This is an optimization exercise on Yosys and OpenROAD, whose aim is small area and a short achievable clock period, not a production implementation.
Only simulation tests tie the RTL to the original design; equivalence was not proved.

## flow/design.v (module list and top-level ports; edited modules follow where they fit)
// module config_capture: 50 lines
// module iir_first_order: 2954 lines
// module iir_sub24: 271 lines
// module iir_fa: 10 lines
// module iir_bsel: 9 lines
// module iir_bsel0: 7 lines
// module iir_bx: 7 lines
// module iir_bxn: 7 lines
// module iir_ao21: 3 lines
// module iir_aoi21: 3 lines
// module iir_oai21: 3 lines
// module iir_nand2: 3 lines
// module iir_nor2: 3 lines
// module iir_inv: 3 lines
// module iir_xor2: 3 lines
// module iir_xnor2: 3 lines
// module iir_fa1: 9 lines
// module iir_ha: 9 lines
// module adc_path: 53 lines
// module dac_spi_serializer: 90 lines
// module servo_frontend: 37 lines
module servo_frontend (
	input  logic         clk1,
	input  logic         i_rst_n,
	input  logic [127:0] i_cfg,
	input  logic [32:0]  i_adc,
	input  logic [24:0]  i_dac,
	output logic [3:0]   o_afe,
	output logic [72:0]  o_filt,
	output logic [2:0]   o_spi,
	output logic         o_ldac_n,
	output logic         o_dac_credit
);
  // ...
==> flow/flow/run.sh <==
#!/bin/bash
# Standard layout (the standard.sh, standard synthesis unchanged), with
# - a tighter setup target for ORFS's timing repair (repair_timing
#   -setup_margin); the clock period and constraints stay the standard flow's,
# - every input and output port buffered with a buf_1 instead of the
#   larger cell buffer_ports picks by itself.
set -euo pipefail
export SETUP_SLACK_MARGIN=6.2
export BUFFER_PORTS_ARGS="-buffer_cell sky130_fd_sc_hd__buf_1"
bash standard.sh finish > standard.log 2>&1
==> flow/standard.sh <==
#!/bin/bash
# synth_recipe.tcl (not shown) runs the flow's synth.tcl, then flattens the netlist and writes it again
# the make line also repeats each setting of config.mk as NAME=value (left out here)
make -C /OpenROAD-flow-scripts/flow DESIGN_CONFIG=/design/flow/config.mk WORK_HOME=/design/flow/orfs CLKGATE_MAP_FILE= SYNTH_SCRIPT=/design/flow/synth_recipe.tcl "${@:-finish}"
==> flow/config.mk <==
export PLATFORM = sky130hd
export DESIGN_NAME = servo_frontend
export DESIGN_NICKNAME = servo_frontend
export VERILOG_FILES = /design/flow/design.v
export SDC_FILE = /design/flow/constraint.sdc
export NUM_CORES = 4
export LEC_CHECK = 0
export ABC_AREA = 0
export CAP_MARGIN = 20
export CORE_MARGIN = 2
export CORE_UTILIZATION = 40
export CTS_BUF_LIST = sky130_fd_sc_hd__clkbuf_8
export SLEW_MARGIN = 20
export SYNTH_HIERARCHICAL = 1
export SYNTH_MINIMUM_KEEP_SIZE = 0
==> flow/constraint.sdc <==
create_clock -name core_clock -period 11.5 [get_ports {clk1}]
set_input_delay 2.3000 -clock core_clock [delete_from_list [all_inputs] [get_ports {clk1}]]
set_output_delay 2.3000 -clock core_clock [all_outputs]
set_load 0.01 [all_outputs]
==> out/qor.yml, run 1 <==
overflow: 0
final_cell_mix: "1,016 x xor2_1, 1,002 x o22ai_1, 959 x fa_1, 574 x dfxtp_1, 249 x buf_1"
worst_slew_pin_slew_ps: 1120
areaGrowthSynthToFinish_pct: 13.1
holdBufCountCts: 0
cp_cell_sequence: "buf_6 > o22ai_1 > xor2_1 > fa_1 > fa_1 > fa_1 > fa_1 > fa_1 > ha_1 > nand2_1 > nor2_1 > nand2_1 > o21ai_1 > a21oi_2 > xnor2_2 > a21o_1"
drc: 0
hold_viol: 0
die_w_um: 393
fin_crit_sh_pct: 45.9
post_drt_via_cell_ratio: 5.90
cts_tree: "done"
cts_root_buffer: "clkbuf_8"
top_regs: "u_adc_path.g_chan.u_iir.ff0_a: 64 flops, u_adc_path.g_chan.u_iir.p1_a: 64 flops, u_adc_path.g_chan.u_iir.p1_b: 62 flops"
hp-start: "u_adc_path.g_chan[1].u_iir.y_prev[6]"
largest_class: "multi-input gates"
nMultiInputCombCells: 4467
vias: 47100
cts.reportedPaths.clkPinSlew_ps: 60
cp-endpoint: "u_adc_path.g_chan[0].u_iir.y_prev[18]"
grtUsageMet2_pct: 39.6
setup_ws_ps: 6220
die_height_um: 393
start_util_pct: 40.4
outcome: "finished clean"
ios: 270
critPathMaxStageDelay_ps: 580
fin_util_pct: 45.7
rsz0062_at_grt: "true"
grt_pass1_wl_um: 310000
nonClkBufAreaFrac_pct: 3.47
clock-sinks: 670
crit_type: "reg -> reg"
==> run 2: changes to the inputs <==
--- a/flow/flow/run.sh
+++ b/flow/flow/run.sh
@@ -6,5 +6,5 @@
 #   larger cell buffer_ports picks by itself.
 set -euo pipefail
-export SETUP_SLACK_MARGIN=6.2
+export SETUP_SLACK_MARGIN=6.35
 export BUFFER_PORTS_ARGS="-buffer_cell sky130_fd_sc_hd__buf_1"
 bash standard.sh finish > standard.log 2>&1
==> run 2 against run 1 <==
Still clean on timing, DRC and antenna. Routed wire length rose by 0.56%. Sequential share of layout area fell by 0.29 points. Final cell count rose by 0.16%. Flip-flop and latch count did not move. Core utilization rose by 0.66 points. Cell area rose by 1.5%. First-iteration DRC count rose by 4.2%. Register-to-register slack improved by 220 ps. Hold slack improved by 0.84 ps. Synthesized cell count did not move.
==> out/qor.yml, run 2 <==
rsz0062_at_grt: "true"  # unchanged
synth_area_per_cell_sq_um: 11.3  # unchanged
layout-drive-gt1-share_pct: 14.1  # was 12.3%
post_drt_via_cell_ratio: 5.90  # about the same
crit_type: "reg -> reg"  # unchanged
drt_wl_total_um: 208000  # was 207,000 um
syn-instance-count: 5369  # unchanged
cts_buffers: 130  # unchanged
wire_per_inst_um: 26.1  # was 26.0 um
drc: 0  # unchanged
setup_viol: 0  # unchanged
finalNonFillerCells: 7988  # was 7,975
portBuffers: 251  # unchanged
antenna_found_initial: 17  # was 15
drt-pass1-iter-count: 6  # unchanged
grt_busiest_layer: "met2"  # unchanged
setup_ws_ps: 6430  # was 6220 ps
worst_slew_pin_slew_ps: 1130  # was 1120 ps
finalSetupTns_ps: 0  # unchanged
die_height_um: 393  # unchanged
fin_skew_ps: 42.1  # was 42.7 ps
slew_violations: 0  # unchanged
crit_required_ps: 12260  # was 12,250 ps
clk_latency_ps: 870  # was 860 ps
crit_path_max_fanout: 10  # was 24
cts_root_buffer: "clkbuf_8"  # unchanged
use_met3_pct: 9.06  # was 9.17%
rows: 142  # unchanged
hold_path_class: "reg -> reg"  # unchanged
syn-cell-area_sq_mm: 0.0605  # unchanged
setup.worst_path.end_class: "register"  # unchanged
use_met1_pct: 36.4  # was 36.3%
core_sq_mm: 0.150  # unchanged
final_cell_mix: "1,016 x xor2_1, 1,000 x o22ai_1, 954 x fa_1, 572 x dfxtp_1, 249 x buf_1"  # was 1,016 x xor2_1, 1,002 x o22ai_1, 959 x fa_1, 574 x dfxtp_1, 249 x buf_1
top_regs: "u_adc_path.g_chan.u_iir.ff0_a: 64 flops, u_adc_path.g_chan.u_iir.p1_a: 64 flops, u_adc_path.g_chan.u_iir.p1_b: 62 flops"  # unchanged
areaGrowthSynthToFinish_pct: 14.8  # was 13.1%
layout_commonest_cell: "xor2_1"  # unchanged
vias: 47100  # about the same
crit_arrival_ps: 5820  # was 6030 ps
grt_use_total_pct: 26.6  # about the same
overflow: 0  # unchanged
dp_hpwl_um: 150000  # unchanged
grt_pass1_vias: 48900  # about the same
crit_path_start_kind: "register"  # unchanged
dieArea_sq_mm: 0.154  # unchanged
nets: 7226  # was 7,213
outcome: "finished clean"  # unchanged
period_needed_ps: 5070  # was 5280 ps
drv_cap: 0  # unchanged
die_w_um: 393  # unchanged
cts_htree_levels: 4  # unchanged
grt_pass1_wl_um: 311000  # was 310,000 um
gp_congestion: 0.953  # unchanged
max_freq_ghz: 0.197  # was 0.189 GHz
start_util_pct: 40.4  # unchanged
antenna_left: 0  # unchanged
fin_crit_sh_pct: 44.1  # was 45.9%
relSlewSlack_pct: 24.4  # was 25.2%
cts_tree: "done"  # unchanged
ys_warn_count: 18  # unchanged
ios: 270  # unchanged
clock-sinks: 670  # unchanged
grtUsageMet2_pct: 39.6  # unchanged
initialDrtViolationCount: 4971  # was 4,770
clk_path_buf_depth: 3  # unchanged
post-place-ws_ps: 5600  # unchanged
placedCellCount: 7732  # unchanged
cts.reportedPaths.clkPinSlew_ps: 60  # about the same
hold_viol: 0  # unchanged
grt_start_max_net_pins: 65  # unchanged
## run 2: final timing paths
path	startpoint	end	slack [ps]	cells after the start
setup / recovery	u_adc_path.g_chan[0].u_iir.y_n[11]	u_adc_path.g_chan[0].u_iir.y_prev[17]	6430	16
hold / removal	u_adc_path.g_chan[1].u_iir.y_prev[6]	u_adc_path.ch1_q[6]	380	0
setup reg to reg	u_adc_path.g_chan[0].u_iir.y_n[11]	u_adc_path.g_chan[0].u_iir.y_prev[17]	6430	16
hold reg to reg	u_adc_path.g_chan[1].u_iir.y_prev[6]	u_adc_path.ch1_q[6]	380	0
## run 2: critical path, cell delays in order (launching register included)
cell and delay [ps]:
dfxtp_4 430, buf_6 190, o22ai_1 220, xor2_1 250
fa_1 470, fa_1 480, fa_1 410, fa_1 530
fa_1 490, ha_4 310, a21oi_4 220, o21ai_2 110
a21oi_2 140, o21ai_1 100, a21oi_2 270, xnor2_2 140
a21o_1 190
## run 2: per-stage QoR
stage | util (%) | hold WS [ps] | cell area (sq um)
finish | 46.3 | 378 | 69500
global route | 46.3 | 398 | 69400
CTS | 45.5 | 381 | 68300
detailed placement | 43.3 | 365 | 64900
global placement | 43.3 | 358 | 64900
floorplan | - | 343 | 60500
## run 2: area by class of cell
class	instances	area, sq um
Timing Repair Buffer	424	2720
Sequential cell	670	14100
Clock inverter	75	742
Clock buffer	157	2160
Antenna cell	7	17.5
Multi-Input combinational cell	4467	46500
Fill cell	14000	80500
Inverter	172	646
Tap cell	2016	2520
## run 2: timing repair
action | in CTS | in global routing
setup endpoints to repair | 96 | 96
buffers inserted | 6 | 9
gates resized for setup | 134 | 223
cloned | 0 | 2
pin swaps | 1 | 27
hold buffers | 0 | 0
## run 2: per-layer routing
layer / wire length [um] / vias to the layer above / part of all wire (%)
li1: - / 20100 / -
met1: 86400 / 23700 / 41
met2: 90400 / 2779 / 43
met3: 25400 / 450 / 12
met4: 6020 / 18 / 2.9
met5: 117 / - / 0.056
==> run 3: changes to the inputs <==
--- a/flow/flow/run.sh
+++ b/flow/flow/run.sh
@@ -6,5 +6,5 @@
 #   larger cell buffer_ports picks by itself.
 set -euo pipefail
-export SETUP_SLACK_MARGIN=6.35
+export SETUP_SLACK_MARGIN=6.1
 export BUFFER_PORTS_ARGS="-buffer_cell sky130_fd_sc_hd__buf_1"
 bash standard.sh finish > standard.log 2>&1
==> run 3 against run 2 <==
First-iteration DRC count down 4.5%. Global-route usage about the same. Synthesized cell count unchanged. Hold slack lost 0.96 ps. Synthesized area is the same. Critical path depth stayed put. Sequential share of layout area up 0.35 points. Core utilization shrank 0.81 points. Largest cell class unchanged. Highest routed layer unchanged.
==> out/qor.yml, run 3 <==
outcome: "finished clean"  # unchanged
syn-instance-count: 5369  # unchanged
grt_start_max_net_pins: 65  # unchanged
cts.reportedPaths.clkPinSlew_ps: 60  # about the same
drt_wl_total_um: 207000  # was 208,000 um
crit_type: "reg -> reg"  # unchanged
cts_htree_levels: 4  # unchanged
syn-cell-area_sq_mm: 0.0605  # unchanged
initialDrtViolationCount: 4748  # was 4,971
die_height_um: 393  # unchanged
max_freq_ghz: 0.188  # was 0.197 GHz
cts_buffers: 130  # unchanged
antenna_left: 0  # unchanged
clock-sinks: 670  # unchanged
setup_ws_ps: 6170  # was 6430 ps
multi_input_area_sq_mm: 0.0457  # was 0.0465 sq mm
fin_skew_ps: 43.4  # was 42.1 ps
post-place-ws_ps: 5600  # unchanged
top_regs: "u_adc_path.g_chan.u_iir.ff0_a: 64 flops, u_adc_path.g_chan.u_iir.p1_a: 64 flops, u_adc_path.g_chan.u_iir.p1_b: 62 flops"  # unchanged
drc: 0  # unchanged
setup_viol: 0  # unchanged
crit_path_start_kind: "register"  # unchanged
gp_congestion: 0.953  # unchanged
core_sq_mm: 0.150  # unchanged
vias: 46900  # was 47,100
holdBufCountCts: 0  # unchanged
setup.worst_path.end_class: "register"  # unchanged
fin_crit_sh_pct: 46.4  # was 44.1%
final_cell_mix: "1,016 x xor2_1, 1,002 x o22ai_1, 959 x fa_1, 575 x dfxtp_1, 249 x buf_1"  # was 1,016 x xor2_1, 1,000 x o22ai_1, 954 x fa_1, 572 x dfxtp_1, 249 x buf_1
portBuffers: 251  # unchanged
stdcell_area_sq_mm: 0.0682  # was 0.0695 sq mm
grt_pass1_wl_um: 310000  # was 311,000 um
cp_common_cell: "fa_1"  # unchanged
layout_commonest_cell: "xor2_1"  # unchanged
clk_path_buf_depth: 3  # unchanged
ys_warn_count: 18  # unchanged
hold_path_class: "reg -> reg"  # unchanged
slew_violations: 0  # unchanged
start_util_pct: 40.4  # unchanged
regArea_sq_mm: 0.0141  # about the same
grt_pass1_vias: 48900  # about the same
die_w_um: 393  # unchanged
crit_path_max_fanout: 25  # was 10
dpl_cell_area_sq_mm: 0.0649  # unchanged
antenna_found_initial: 15  # was 17
rsz0062_at_grt: "false"  # was true
cts_root_buffer: "clkbuf_8"  # unchanged
areaGrowthSynthToFinish_pct: 12.8  # was 14.8%
finalSetupTns_ps: 0  # unchanged
cts_tree: "done"  # unchanged
critPathMaxStageDelay_ps: 580  # was 530 ps
fill_cells: 14100  # was 14,000
grt_use_total_pct: 26.6  # about the same
overflow: 0  # unchanged
worst_slew_pin_slew_ps: 1130  # about the same
slowest_stage: "fa_1"  # unchanged
cp_cell_sequence: "buf_6 > o22ai_1 > xor2_1 > fa_1 > fa_1 > fa_1 > fa_1 > fa_1 > ha_1 > nand2_1 > nor2_1 > nand2_1 > o21ai_1 > a21oi_2 > xnor2_1 > a21oi_2"  # was buf_6 > o22ai_1 > xor2_1 > fa_1 > fa_1 > fa_1 > fa_1 > fa_1 > ha_4 > a21oi_4 > o21ai_2 > a21oi_2 > o21ai_1 > a21oi_2 > xnor2_2 > a21o_1
rows: 142  # unchanged
hold_viol: 0  # unchanged
clk_latency_ps: 870  # about the same
cpLargestDelayFamily: "adder cells"  # unchanged
crit_required_ps: 12240  # was 12,260 ps
drv_cap: 0  # unchanged
nets: 7213  # was 7,226
dieArea_sq_mm: 0.154  # unchanged
synth_area_per_cell_sq_um: 11.3  # unchanged
ios: 270  # unchanged
layout-drive-gt1-share_pct: 11.6  # was 14.1%
crit_arrival_ps: 6070  # was 5820 ps
relSlewSlack_pct: 24.8  # was 24.4%
drt-pass1-iter-count: 6  # unchanged
dp_hpwl_um: 150000  # unchanged
period_needed_ps: 5330  # was 5070 ps
crit_buf_inv: 1  # unchanged
post_drt_via_cell_ratio: 5.88  # was 5.90
wire_per_inst_um: 25.9  # was 26.1 um
[run 3: routing by layer]
layer  track usage, %  up-vias  wire [um]
met5                0        -        105
met4             8.28       16       6000
met3             9.23      470      25200
met2             39.6     2760      89600
met1             36.2    23500      85900
li1                 -    20100          -
[run 3: final timing paths]
| kind | start | to | slack [ps] | cells past startpoint |
|---|---|---|---|---|
| worst max register to register | u_adc_path.g_chan[0].u_iir.a1_none[2] | u_adc_path.g_chan[0].u_iir.y_n[18] | 6170 | 16 |
| worst min register to register | u_adc_path.g_chan[1].u_iir.y_prev[6] | u_adc_path.ch1_q[6] | 380 | 0 |
| worst max-delay path | u_adc_path.g_chan[0].u_iir.a1_none[2] | u_adc_path.g_chan[0].u_iir.y_n[18] | 6170 | 16 |
| worst min-delay path | u_adc_path.g_chan[1].u_iir.y_prev[6] | u_adc_path.ch1_q[6] | 380 | 0 |
[run 3: layout make-up]
class	instances	area share (%)
clock inverters	75	1.09
multi-input cells	4467	66.9
repair buffers	411	3.42
flip-flops and latches	670	20.7
diodes	7	0.0257
inverters	172	0.946
well taps	2016	3.70
clock buffers	157	3.17
[run 3: what timing repair did]
action | 4_1_cts | 5_1_grt
gates resized for setup | 39 | 81
endpoints found under the setup margin | 96 | 87
setup buffers | 0 | 3
endpoints found under the hold margin | 0 | 0
pin swaps | 0 | 0
[run 3: per-stage QoR]
step / instances / hold WS [ps] / utilization (%)
floorplan: 5371 / 343 / -
detailed placement: 7732 / 365 / 43.3
CTS: 7964 / 381 / 45.3
global placement: 7732 / 358 / 43.3
global route: 7970 / 398 / 45.5
finish: 7975 / 377 / 45.5
==> run 4: changes to the inputs <==
--- a/flow/flow/run.sh
+++ b/flow/flow/run.sh
@@ -6,5 +6,5 @@
 #   larger cell buffer_ports picks by itself.
 set -euo pipefail
-export SETUP_SLACK_MARGIN=6.1
+export SETUP_SLACK_MARGIN=6.5
 export BUFFER_PORTS_ARGS="-buffer_cell sky130_fd_sc_hd__buf_1"
 bash standard.sh finish > standard.log 2>&1
==> run 4 against run 3 <==
Sequential share of layout area decreased by 0.75 points. Core utilization up 1.8 points. Global-route usage about the same. Register-to-register slack better by 290 ps. Routed wire length up 2.9%. Non-clock buffer count up 61. Hold slack worse by 12 ps.
==> out/qor.yml, run 4 <==
clock-sinks: 670  # unchanged
fin_crit_sh_pct: 43.8  # was 46.4%
drv_cap: 0  # unchanged
slew_violations: 0  # unchanged
clk_latency_ps: 870  # about the same
period_needed_ps: 5040  # was 5330 ps
core_sq_mm: 0.150  # unchanged
relSlewSlack_pct: 24.7  # was 24.8%
multi_input_area_sq_mm: 0.0475  # was 0.0457 sq mm
cts_htree_levels: 3  # was 4
placedCellCount: 7736  # was 7,732
final_cell_mix: "1,009 x xor2_1, 958 x o22ai_1, 929 x fa_1, 566 x dfxtp_1, 248 x buf_1"  # was 1,016 x xor2_1, 1,002 x o22ai_1, 959 x fa_1, 575 x dfxtp_1, 249 x buf_1
gp_congestion: 0.949  # was 0.953
hold_viol: 0  # unchanged
crit_arrival_ps: 5750  # was 6070 ps
drc: 0  # unchanged
grt_pass1_vias: 49200  # was 48,900
max_freq_ghz: 0.198  # was 0.188 GHz
syn-cell-area_sq_mm: 0.0605  # unchanged
vias: 47600  # was 46,900
fill_cells: 13900  # was 14,100
hold_path_class: "reg -> reg"  # unchanged
drt_wl_total_um: 213000  # was 207,000 um
antenna_found_initial: 15  # unchanged
layout_commonest_cell: "xor2_1"  # unchanged
top_regs: "u_adc_path.g_chan.u_iir.ff0_a: 64 flops, u_adc_path.g_chan.u_iir.p1_a: 64 flops, u_adc_path.g_chan.u_iir.p1_b: 62 flops"  # unchanged
setup.worst_path.end_class: "register"  # unchanged
crit_required_ps: 12200  # was 12,240 ps
portBuffers: 251  # unchanged
die_w_um: 393  # unchanged
crit_path_start_kind: "register"  # unchanged
die_height_um: 393  # unchanged
critPathMaxStageDelay_ps: 570  # was 580 ps
worst_slew_pin_slew_ps: 1120  # was 1130 ps
cp_common_cell: "fa_1"  # unchanged
overflow: 0  # unchanged
regArea_sq_mm: 0.0142  # was 0.0141 sq mm
cts_tree: "done"  # unchanged
finalSetupTns_ps: 0  # unchanged
reg2regPathDepth: 16  # unchanged
cts_root_buffer: "clkbuf_8"  # unchanged
min_to: "u_adc_path.ch1_q[6]"  # unchanged
crit_path_max_fanout: 10  # was 25
wire_per_inst_um: 26.5  # was 25.9 um
setup_viol: 0  # unchanged
slowest_stage: "fa_2"  # was fa_1
cts.reportedPaths.clkPinSlew_ps: 60  # about the same
layout-drive-gt1-share_pct: 17.1  # was 11.6%
syn-instance-count: 5369  # unchanged
ff2ff_setup_slack_ps: 6460  # was 6170 ps
grt_use_total_pct: 26.6  # about the same
grt_start_max_net_pins: 51  # was 65
drt-pass1-iter-count: 6  # unchanged
areaGrowthSynthToFinish_pct: 17.3  # was 12.8%
nets: 7266  # was 7,213
initialDrtViolationCount: 4883  # was 4,748
rows: 142  # unchanged
ios: 270  # unchanged
rsz0062_at_grt: "true"  # was false
hp-start: "u_adc_path.g_chan[1].u_iir.y_prev[6]"  # unchanged
cts_buffers: 121  # was 130
outcome: "finished clean"  # unchanged
fin_skew_ps: 56.8  # was 43.4 ps
ys_warn_count: 18  # unchanged
antenna_left: 0  # unchanged
worstReg2RegEnd: "u_adc_path.g_chan[1].u_iir.y_n[22]"  # was u_adc_path.g_chan[0].u_iir.y_n[18]
finalNonFillerCells: 8033  # was 7,975
dieArea_sq_mm: 0.154  # unchanged
hold_depth: 0  # unchanged
synth_area_per_cell_sq_um: 11.3  # unchanged
crit_type: "reg -> reg"  # unchanged
post_drt_via_cell_ratio: 5.93  # was 5.88
cp_cell_sequence: "buf_4 > o22ai_1 > xor2_1 > fa_1 > fa_1 > fa_1 > fa_2 > fa_1 > ha_4 > a21oi_4 > o21ai_4 > a21oi_2 > o21ai_1 > a21oi_2 > xnor2_2 > a21oi_2"  # was buf_6 > o22ai_1 > xor2_1 > fa_1 > fa_1 > fa_1 > fa_1 > fa_1 > ha_1 > nand2_1 > nor2_1 > nand2_1 > o21ai_1 > a21oi_2 > xnor2_1 > a21oi_2
grt_pass1_wl_um: 311000  # was 310,000 um
r2r_start: "u_adc_path.g_chan[1].u_iir.y_n[15]"  # was u_adc_path.g_chan[0].u_iir.a1_none[2]
dp_hpwl_um: 150000  # about the same
clk_path_buf_depth: 3  # unchanged
start_util_pct: 40.4  # unchanged
==> run 4: changes by cell type in the layout (fill, tap and decap cells not counted), sizes merged <==
| cell | previous run | this run |
|---|---|---|
| buf | 409 | 455 |
| bufinv | 11 | 10 |
| clkbuf | 159 | 157 |
| clkinv | 17 | 35 |
| clkinvlp | 5 | 10 |
| inv | 214 | 206 |
==> run 4: timing repair <==
action | CTS | global route
pin swaps | 9 | 98
hold buffers | 0 | 0
setup endpoints to repair | 96 | 104
buffers inserted | 13 | 37
cloned | 0 | 12
resized for setup | 251 | 352
==> run 4: worst max-delay path, delay by kind of cell, from the launching register on <==
family          cells  cell delay (ps)
buf+inv             1              250
compound gates      7             1040
flops               1              470
fa+ha+maj           6             2770
xor+xnor            2              370
==> run 4: area by class of cell <==
class,count,area share [%]
timing repair buffer,472,4.86
inverter,172,0.920
sequential,670,20.0
multi-input combinational,4467,66.9
clock inverter,88,1.04
clock buffer,140,2.71
antenna,7,0.0247
tap,2016,3.55
timing repair inverter,1,0.00705
==> run 4: how the worst max path moves through the flow <==
stage	start	endpoint	slack (ps)	depth (start not counted)
floorplan	u_adc_path.g_chan[0].u_iir.a1_neg[2]	u_adc_path.g_chan[0].u_iir.y_n[23]	6510	14
global placement	u_adc_path.g_chan[0].u_iir.y_n[8]	u_adc_path.g_chan[0].u_iir.y_n[18]	5570	15
detailed placement	u_adc_path.g_chan[0].u_iir.y_n[10]	u_adc_path.g_chan[0].u_iir.y_n[18]	5640	15
CTS	u_adc_path.g_chan[0].u_iir.a1_none[3]	u_adc_path.g_chan[0].u_iir.y_n[15]	6470	16
global route	u_adc_path.g_chan[1].u_iir.y_n[15]	u_adc_path.g_chan[1].u_iir.y_prev[22]	6420	16
finish	u_adc_path.g_chan[1].u_iir.y_n[15]	u_adc_path.g_chan[1].u_iir.y_n[22]	6460	16
==> run 4: through the flow <==
step	hold slack (ps)	worst slack, ps	util (%)	cell area (sq um)
6_report	365	6460	47.3	71000
5_1_grt	378	6420	47.3	71000
4_1_cts	366	6470	45.8	68700
3_5_place_dp	359	5640	43.3	64900
3_3_place_gp	357	5570	43.3	64900
2_1_floorplan	343	6510	-	60500
==> run 4: layer usage <==
layer  global-route usage (%)  vias up  share of wire [%]
li1                         -    20200                  -
met1                     36.2    24000                 41
met2                     39.4     2848                 43
met3                     9.44      512                 12
met4                     8.56       16                3.6
met5                        0        -              0.048
==> run 5: changes to the inputs <==
--- a/flow/flow/run.sh
+++ b/flow/flow/run.sh
@@ -6,5 +6,5 @@
 #   larger cell buffer_ports picks by itself.
 set -euo pipefail
-export SETUP_SLACK_MARGIN=6.5
+export SETUP_SLACK_MARGIN=6.42
 export BUFFER_PORTS_ARGS="-buffer_cell sky130_fd_sc_hd__buf_1"
 bash standard.sh finish > standard.log 2>&1
==> run 5 against run 4 <==
Still clean. Cell area down 1.4%. Critical path depth decreased by 1. Global-route usage is 0.089 points higher. Synthesized area stayed put.
==> out/qor.yml, run 5 <==
clk_latency_ps: 870  # about the same
areaGrowthSynthToFinish_pct: 15.7  # was 17.3%
reg2regPathDepth: 15  # was 16
vias: 47200  # was 47,600
ios: 270  # unchanged
top_regs: "u_adc_path.g_chan.u_iir.ff0_a: 64 flops, u_adc_path.g_chan.u_iir.p1_a: 64 flops, u_adc_path.g_chan.u_iir.p1_b: 62 flops"  # unchanged
cts_htree_levels: 4  # was 3
max_freq_ghz: 0.200  # was 0.198 GHz
cts.reportedPaths.clkPinSlew_ps: 60  # about the same
clk_path_buf_depth: 3  # unchanged
layout_commonest_cell: "xor2_1"  # unchanged
hp-start: "u_adc_path.g_chan[1].u_iir.y_prev[6]"  # unchanged
relSlewSlack_pct: 24.3  # was 24.7%
clock-sinks: 670  # unchanged
syn-cell-area_sq_mm: 0.0605  # unchanged
hold_path_class: "reg -> reg"  # unchanged
grt_pass1_wl_um: 312000  # was 311,000 um
dp_hpwl_um: 150000  # about the same
fill_cells: 13900  # about the same
crit_path_max_fanout: 18  # was 10
die_height_um: 393  # unchanged
drt-pass1-iter-count: 6  # unchanged
cts_buffers: 130  # was 121
overflow: 0  # unchanged
hold_viol: 0  # unchanged
start_util_pct: 40.4  # unchanged
cts_root_buffer: "clkbuf_8"  # unchanged
holdBufCountCts: 0  # unchanged
hold_depth: 0  # unchanged
post_drt_via_cell_ratio: 5.90  # was 5.93
antenna_found_initial: 16  # was 15
slew_violations: 0  # unchanged
multi_input_area_sq_mm: 0.0469  # was 0.0475 sq mm
antenna_left: 0  # unchanged
dieArea_sq_mm: 0.154  # unchanged
drv_cap: 0  # unchanged
finalNonFillerCells: 7997  # was 8,033
final_cell_mix: "1,016 x xor2_1, 993 x o22ai_1, 945 x fa_1, 568 x dfxtp_1, 249 x buf_1"  # was 1,009 x xor2_1, 958 x o22ai_1, 929 x fa_1, 566 x dfxtp_1, 248 x buf_1
finalSetupTns_ps: 0  # unchanged
worst_slew_pin_slew_ps: 1140  # was 1120 ps
crit_required_ps: 12180  # was 12,200 ps
grt_use_total_pct: 26.7  # was 26.6%
drc: 0  # unchanged
rows: 142  # unchanged
r2r_start: "u_adc_path.g_chan[1].u_iir.y_n[14]"  # was u_adc_path.g_chan[1].u_iir.y_n[15]
regArea_sq_mm: 0.0141  # was 0.0142 sq mm
placedCellCount: 7732  # was 7,736
grt_start_max_net_pins: 65  # was 51
nets: 7234  # was 7,266
fin_crit_sh_pct: 43.5  # was 43.8%
core_sq_mm: 0.150  # unchanged
initialDrtViolationCount: 4738  # was 4,883
setup_viol: 0  # unchanged
grt_pass1_vias: 49000  # was 49,200
syn-instance-count: 5369  # unchanged
synth_area_per_cell_sq_um: 11.3  # unchanged
min_to: "u_adc_path.ch1_q[6]"  # unchanged
fin_skew_ps: 42.0  # was 56.8 ps
layout-drive-gt1-share_pct: 15.0  # was 17.1%
crit_path_start_kind: "register"  # unchanged
ff2ff_setup_slack_ps: 6500  # was 6460 ps
crit_type: "reg -> reg"  # unchanged
period_needed_ps: 5000  # was 5040 ps
rsz0062_at_grt: "true"  # unchanged
wire_per_inst_um: 26.2  # was 26.5 um
worstReg2RegEnd: "u_adc_path.g_chan[1].u_iir.y_n[22]"  # unchanged
cts_tree: "done"  # unchanged
die_w_um: 393  # unchanged
drt_wl_total_um: 210000  # was 213,000 um
portBuffers: 251  # unchanged
ys_warn_count: 18  # unchanged
gp_congestion: 0.953  # was 0.949
outcome: "finished clean"  # unchanged
setup.worst_path.end_class: "register"  # unchanged
crit_arrival_ps: 5680  # was 5750 ps
-- run 5: how the worst max path moves through the flow --
| stage | startpoint | endpoint | slack [ps] | cells after the start |
|---|---|---|---|---|
| floorplan | i_adc[31] | u_adc_path.g_chan[0].u_iir.ff0_a[18] | 6490 | 7 |
| global placement | u_adc_path.g_chan[0].u_iir.y_n[8] | u_adc_path.g_chan[0].u_iir.y_n[18] | 5650 | 15 |
| detailed placement | u_adc_path.g_chan[0].u_iir.y_n[8] | u_adc_path.g_chan[0].u_iir.y_n[23] | 5600 | 15 |
| CTS | u_adc_path.g_chan[1].u_iir.a1_none[2] | u_adc_path.g_chan[1].u_iir.y_n[22] | 6370 | 16 |
| global route | u_adc_path.g_chan[0].u_iir.a1_none[3] | u_adc_path.g_chan[0].u_iir.y_prev[23] | 6370 | 16 |
| finish | u_adc_path.g_chan[1].u_iir.y_n[14] | u_adc_path.g_chan[1].u_iir.y_n[22] | 6500 | 15 |
-- run 5: through the flow --
step | utilization (%) | instance area [sq um] | setup slack [ps] | hold WS, ps
global route | 46.7 | 70000 | 6370 | 398
finish | 46.7 | 70000 | 6500 | 379
floorplan | - | 60500 | 6490 | 343
global placement | 43.3 | 64900 | 5650 | 358
detailed placement | 43.3 | 64900 | 5600 | 365
CTS | 45.8 | 68600 | 6370 | 381
-- run 5: final cells by class --
class	count	share of cell area, %
sequential	670	20.2
tap	2016	3.60
multi-input combinational	4467	66.9
clock buffer	157	3.09
timing repair buffer	432	4.17
clock inverter	75	1.06
inverter	172	0.922
antenna	8	0.0286
-- run 5: timing repair --
item	in CTS	in global routing
hold endpoints to repair	0	0
endpoints found under the setup margin	96	96
resized for setup	183	254
setup buffers	12	7
cloned	2	4
pin swaps	3	42
-- run 5: routing by layer --
layer  part of all wire (%)  GRT usage (%)  routed length (um)  vias up
li1                       -              -                   -    20200
met1                     41           36.5               86500    23800
met2                     43           39.8               91100     2820
met3                     12           9.13               26000      458
met4                    2.8           8.08                5930       18
met5                  0.057              0                 119        -
-- run 5: worst max-delay path, stage by stage, from the launching register on --
cell and delay (ps):
dfxtp_4 560, o22ai_1 160, xor2_1 190, fa_1 620, fa_1 460, fa_1 390
fa_1 510, fa_1 420, ha_2 410, nand2_1 150, nor2_2 200, nand2_1 120
o21ai_2 190, a21oi_2 120, xnor2_2 210, a21oi_2 100
==> run 6: changes to the inputs <==
--- a/flow/config.mk
+++ b/flow/config.mk
@@ -10,5 +10,5 @@
 export CORE_MARGIN = 2
 export CORE_UTILIZATION = 40
-export CTS_BUF_LIST = sky130_fd_sc_hd__clkbuf_8
+export CTS_BUF_LIST = sky130_fd_sc_hd__clkbuf_4
 export SLEW_MARGIN = 20
 export SYNTH_HIERARCHICAL = 1
==> run 6 against run 5 <==
Still clean on timing, DRC and antenna. Clock skew rose by 49 ps. Hold slack got worse by 2.4 ps. Global-route usage barely moved. Routed wire length rose by 0.14%. Largest cell class unchanged.
==> out/qor.yml, run 6 <==
outcome: "finished clean"  # unchanged
fin_util_pct: 46.6  # was 46.7%
max_freq_ghz: 0.198  # was 0.200 GHz
crit_buf_inv: 1  # was 0
synth_area_per_cell_sq_um: 11.3  # unchanged
die_height_um: 393  # unchanged
holdBufCountCts: 0  # unchanged
worst_slew_pin_slew_ps: 1160  # was 1140 ps
overflow: 0  # unchanged
cts_tree: "done"  # unchanged
crit_path_max_fanout: 12  # was 18
clk_path_buf_depth: 3  # unchanged
rsz0062_at_grt: "true"  # unchanged
core_sq_mm: 0.150  # unchanged
cp_common_cell: "fa_1"  # unchanged
cp_cell_sequence: "buf_12 > o22ai_2 > xor2_2 > fa_1 > fa_1 > fa_2 > fa_1 > fa_2 > ha_4 > a21oi_4 > o21ai_2 > a21oi_2 > o21ai_2 > a21oi_2 > xnor2_2 > a21o_1"  # was o22ai_1 > xor2_1 > fa_1 > fa_1 > fa_1 > fa_1 > fa_1 > ha_2 > nand2_1 > nor2_2 > nand2_1 > o21ai_2 > a21oi_2 > xnor2_2 > a21oi_2
drv_cap: 0  # unchanged
ys_warn_count: 18  # unchanged
hold_viol: 0  # unchanged
cts_root_buffer: "clkbuf_4"  # was clkbuf_8
grt_pass1_vias: 49600  # was 49,000
fin_crit_sh_pct: 43.9  # was 43.5%
final_cell_mix: "1,012 x xor2_1, 990 x o22ai_1, 944 x fa_1, 569 x dfxtp_1, 261 x clkbuf_4"  # was 1,016 x xor2_1, 993 x o22ai_1, 945 x fa_1, 568 x dfxtp_1, 249 x buf_1
cpLargestDelayFamily: "adder cells"  # unchanged
initialDrtViolationCount: 4932  # was 4,738
drt_wl_total_um: 210000  # about the same
grt_start_max_net_pins: 65  # unchanged
crit_type: "reg -> reg"  # unchanged
die_w_um: 393  # unchanged
syn-instance-count: 5369  # unchanged
crit_arrival_ps: 6090  # was 5680 ps
drt-pass1-iter-count: 6  # unchanged
top_regs: "u_adc_path.g_chan.u_iir.ff0_a: 64 flops, u_adc_path.g_chan.u_iir.p1_a: 64 flops, u_adc_path.g_chan.u_iir.p1_b: 62 flops"  # unchanged
areaGrowthSynthToFinish_pct: 15.4  # was 15.7%
drc: 0  # unchanged
nets: 7297  # was 7,234
dieArea_sq_mm: 0.154  # unchanged
fin_skew_ps: 90.6  # was 42.0 ps
ios: 270  # unchanged
grt_use_total_pct: 26.7  # about the same
relSlewSlack_pct: 22.4  # was 24.3%
slowest_stage: "fa_1"  # unchanged
cts_htree_levels: 4  # unchanged
clock-sinks: 670  # unchanged
portBuffers: 251  # unchanged
cts.reportedPaths.clkPinSlew_ps: 70  # was 60 ps
critPathMaxStageDelay_ps: 630  # was 620 ps
layout-drive-gt1-share_pct: 16.8  # was 15.0%
rows: 142  # unchanged
crit_required_ps: 12540  # was 12,180 ps
wire_per_inst_um: 25.9  # was 26.2 um
dp_hpwl_um: 150000  # unchanged
cts_buffers: 191  # was 130
grt_pass1_wl_um: 311000  # was 312,000 um
setup_viol: 0  # unchanged
antenna_found_initial: 15  # was 16
vias: 47700  # was 47,200
clk_latency_ps: 1180  # was 870 ps
finalSetupTns_ps: 0  # unchanged
crit_path_start_kind: "register"  # unchanged
gp_congestion: 0.953  # unchanged
hold_path_class: "reg -> reg"  # unchanged
slew_violations: 0  # unchanged
post_drt_via_cell_ratio: 5.87  # was 5.90
period_needed_ps: 5050  # was 5000 ps
syn-cell-area_sq_mm: 0.0605  # unchanged
layout_commonest_cell: "xor2_1"  # unchanged
antenna_left: 0  # unchanged
start_util_pct: 40.4  # unchanged
setup.worst_path.end_class: "register"  # unchanged
## run 6: changes by cell type in the layout (fill, tap and decap cells not counted), sizes merged, moves of 3 or more
cell	change
inv	-31
clkinvlp	-3
bufinv	-3
clkinv	+50
buf	+5
clkbuf	+101
## run 6: layer usage
metal  share of wire [%]  track usage (%)
met5               0.050                0
met3                  13             9.63
met2                  43             39.8
met1                  41             36.0
met4                 3.0             8.34
## run 6: through the flow
stage	worst slack, ps	instances	area, sq um	hold WS [ps]
floorplan	6490	5371	60500	343
global placement	5650	7732	64900	358
detailed placement	5600	7732	64900	365
CTS	6380	8089	68200	371
global route	6380	8114	69800	365
finish	6450	8116	69800	376
## run 6: worst paths after layout
| check | from | endpoint | slack [ps] | cells after the start |
|---|---|---|---|---|
| worst min register to register | u_adc_path.g_chan[1].u_iir.y_prev[4] | u_adc_path.ch1_q[4] | 380 | 0 |
| worst min-delay path | u_adc_path.g_chan[1].u_iir.y_prev[4] | u_adc_path.ch1_q[4] | 380 | 0 |
| worst max register to register | u_adc_path.g_chan[0].u_iir.a1_ntwo[2] | u_adc_path.g_chan[0].u_iir.y_prev[23] | 6450 | 16 |
| worst max-delay path | u_adc_path.g_chan[0].u_iir.a1_ntwo[2] | u_adc_path.g_chan[0].u_iir.y_prev[23] | 6450 | 16 |
## run 6: layout make-up
class                   count  area (sq um)
diodes                      9          22.5
flip-flops and latches    670         14100
fillers                 14000         80100
clock buffers             260          1950
inverters                 172           646
multi-input cells        4467         47000
repair buffers            434          2890
well taps                2016          2520
clock inverters            88           633
## run 6: repair_timing
action,in CTS,in global routing
cloned,2,3
endpoints found under the setup margin,96,96
pin swaps,3,58
endpoints found under the hold margin,0,0
resized for setup,180,284
buffers inserted,7,15
==> run 7: changes to the inputs <==
--- a/flow/flow/run.sh
+++ b/flow/flow/run.sh
@@ -6,5 +6,5 @@
 #   larger cell buffer_ports picks by itself.
 set -euo pipefail
-export SETUP_SLACK_MARGIN=6.42
+export SETUP_SLACK_MARGIN=6.35
 export BUFFER_PORTS_ARGS="-buffer_cell sky130_fd_sc_hd__buf_1"
 bash standard.sh finish > standard.log 2>&1
==> run 7 against run 6 <==
Register-to-register slack got worse by 50 ps. Sequential share of layout area rose by 0.25 points. Clock skew fell by 3.1 ps. Worst setup slack got worse by 52 ps. Synthesized cell count did not move. Core utilization fell by 0.59 points. Critical endpoint unchanged. Highest routed layer unchanged.
==> out/qor.yml, run 7 <==
antenna_left: 0  # unchanged
die_height_um: 393  # unchanged
worst_slew_pin_slew_ps: 1140  # was 1160 ps
cts_htree_levels: 4  # unchanged
crit_arrival_ps: 6120  # was 6090 ps
die_w_um: 393  # unchanged
fill_cells: 14100  # was 14,000
top_regs: "u_adc_path.g_chan.u_iir.ff0_a: 64 flops, u_adc_path.g_chan.u_iir.p1_a: 64 flops, u_adc_path.g_chan.u_iir.p1_b: 62 flops"  # unchanged
post_drt_via_cell_ratio: 5.85  # was 5.87
cp_cell_sequence: "o22ai_1 > xor2_1 > fa_1 > fa_1 > fa_1 > fa_1 > fa_1 > ha_4 > a21oi_4 > o21ai_2 > a21oi_2 > o21ai_2 > a21oi_2 > xnor2_2 > a21o_1"  # was buf_12 > o22ai_2 > xor2_2 > fa_1 > fa_1 > fa_2 > fa_1 > fa_2 > ha_4 > a21oi_4 > o21ai_2 > a21oi_2 > o21ai_2 > a21oi_2 > xnor2_2 > a21o_1
dieArea_sq_mm: 0.154  # unchanged
cp_common_cell: "fa_1"  # unchanged
clk_path_buf_depth: 3  # unchanged
slowest_stage: "fa_1"  # unchanged
grt_pass1_vias: 49500  # was 49,600
critPathMaxStageDelay_ps: 640  # was 630 ps
drt-pass1-iter-count: 8  # was 6
hold_path_class: "reg -> reg"  # unchanged
areaGrowthSynthToFinish_pct: 13.9  # was 15.4%
vias: 47300  # was 47,700
cts_tree: "done"  # unchanged
portBuffers: 251  # unchanged
nets: 7277  # was 7,297
syn-cell-area_sq_mm: 0.0605  # unchanged
crit_required_ps: 12520  # was 12,540 ps
max_freq_ghz: 0.196  # was 0.198 GHz
initialDrtViolationCount: 4880  # was 4,932
crit_path_max_fanout: 18  # was 12
setup_ws_ps: 6400  # was 6450 ps
cts.reportedPaths.clkPinSlew_ps: 60  # was 70 ps
cts_root_buffer: "clkbuf_4"  # unchanged
clock-sinks: 670  # unchanged
period_needed_ps: 5100  # was 5050 ps
drv_cap: 0  # unchanged
relSlewSlack_pct: 23.8  # was 22.4%
rsz0062_at_grt: "true"  # unchanged
fin_skew_ps: 87.5  # was 90.6 ps
holdBufCountCts: 0  # unchanged
setup.worst_path.end_class: "register"  # unchanged
synth_area_per_cell_sq_um: 11.3  # unchanged
layout_commonest_cell: "xor2_1"  # unchanged
final_cell_mix: "1,016 x xor2_1, 1,001 x o22ai_1, 956 x fa_1, 572 x dfxtp_1, 261 x clkbuf_4"  # was 1,012 x xor2_1, 990 x o22ai_1, 944 x fa_1, 569 x dfxtp_1, 261 x clkbuf_4
antenna_found_initial: 15  # unchanged
clk_latency_ps: 1160  # was 1180 ps
ys_warn_count: 18  # unchanged
setup_viol: 0  # unchanged
start_util_pct: 40.4  # unchanged
gp_congestion: 0.953  # unchanged
cts_buffers: 191  # unchanged
outcome: "finished clean"  # unchanged
drc: 0  # unchanged
rows: 142  # unchanged
grt_start_max_net_pins: 65  # unchanged
hold_viol: 0  # unchanged
dp_hpwl_um: 150000  # unchanged
drt_wl_total_um: 208000  # was 210,000 um
grt_pass1_wl_um: 310000  # was 311,000 um
fin_crit_sh_pct: 44.4  # was 43.9%
wire_per_inst_um: 25.6  # was 25.9 um
finalSetupTns_ps: 0  # unchanged
overflow: 0  # unchanged
layout-drive-gt1-share_pct: 15.3  # was 16.8%
cpLargestDelayFamily: "adder cells"  # unchanged
crit_buf_inv: 0  # was 1
crit_path_start_kind: "register"  # unchanged
core_sq_mm: 0.150  # unchanged
post-place-ws_ps: 5600  # unchanged
crit_type: "reg -> reg"  # unchanged
grt_use_total_pct: 26.6  # was 26.7%
slew_violations: 0  # unchanged
ios: 270  # unchanged
syn-instance-count: 5369  # unchanged
[run 7: area by class of cell]
type / instances / area, sq um / area share [%]
antenna: 7 / 17.5 / 0.0254
clock buffer: 260 / 1950 / 2.83
clock inverter: 88 / 633 / 0.919
inverter: 172 / 646 / 0.937
multi-input combinational: 4467 / 46400 / 67.4
sequential: 670 / 14100 / 20.5
tap: 2016 / 2520 / 3.66
timing repair buffer: 414 / 2570 / 3.73
[run 7: through the flow]
step                util, %  area (sq um)  std cells  hold WS (ps)
finish                 46.0         68900       8094           372
CTS                    45.3         68000       8080           371
global route           46.0         68900       8092           365
floorplan                 -         60500       5371           343
global placement       43.3         64900       7732           358
detailed placement     43.3         64900       7732           365
[run 7: layer usage]
layer  wire length, um  vias up  global-route usage, %  part of all wire [%]
li1                  -    20300                      -                     -
met1             85300    23700                   35.9                    41
met2             89900     2828                   39.6                    43
met3             26400      468                   9.71                    13
met4              5790       16                   8.21                   2.8
met5               104        -                      0                 0.050
[run 7: path summary, 6_finish.rpt]
path	slack [ps]	depth (start not counted)	end	startpoint
worst max-delay path	6400	15	u_adc_path.g_chan[0].u_iir.y_prev[23]	u_adc_path.g_chan[0].u_iir.y_n[10]
worst min-delay path	370	0	u_adc_path.ch1_q[4]	u_adc_path.g_chan[1].u_iir.y_prev[4]
worst max register to register	6400	15	u_adc_path.g_chan[0].u_iir.y_prev[23]	u_adc_path.g_chan[0].u_iir.y_n[10]
worst min register to register	370	0	u_adc_path.ch1_q[4]	u_adc_path.g_chan[1].u_iir.y_prev[4]
[run 7: what timing repair did]
item,4_1_cts,5_1_grt
gates cloned,0,2
buffers inserted,0,5
resized for setup,144,185
endpoints found under the setup margin,96,96
pin swaps,1,17

static timing again, ports no longer ideal:
How much do the figures lean on ideal ports? The routed layouts below were timed once more, with nothing changed but the port constraints. Step 1 (the two cells are an assumption about what drives the block):
set clk [get_ports {clk1}]
set_driving_cell -lib_cell sky130_fd_sc_hd__clkbuf_16 $clk
set_driving_cell -lib_cell sky130_fd_sc_hd__buf_2 [delete_from_list [all_inputs] $clk]
Step 2 adds t to the input delays and takes it off the output delays; t is the mean of the earliest and latest rising clock arrival at the registers after step 1. Input paths then give back, and output paths get back, about the clock's delay inside the block. a / b / c = ideal ports / drivers / drivers and shift; a / b = the first two.
run	t (ns)	setup slack, ns	hold slack, ns	worst setup path at the end
run 1	0.918	6.216 / 6.216 / 5.757	0.377 / 0.377 / 0.377	input to register
run 2	0.925	6.432 / 6.432 / 5.736	0.378 / 0.378 / 0.378	input to register
run 3	0.922	6.168 / 6.168 / 5.759	0.377 / 0.377 / 0.377	input to register
run 4	0.911	6.459 / 6.459 / 5.793	0.365 / 0.365 / 0.365	input to register
run 5	0.924	6.502 / 6.502 / 5.746	0.379 / 0.379 / 0.379	input to register
run 6	1.219	6.449 / 6.449 / 5.721	0.376 / 0.376 / 0.376	input to register
run 7	1.201	6.398 / 6.398 / 5.744	0.372 / 0.372 / 0.372	input to register
After both steps setup and hold are still met in every run listed. For run 5, which loses most, drivers alone change the setup slack by 0.000 ns; drivers and shift together by -0.756 ns.
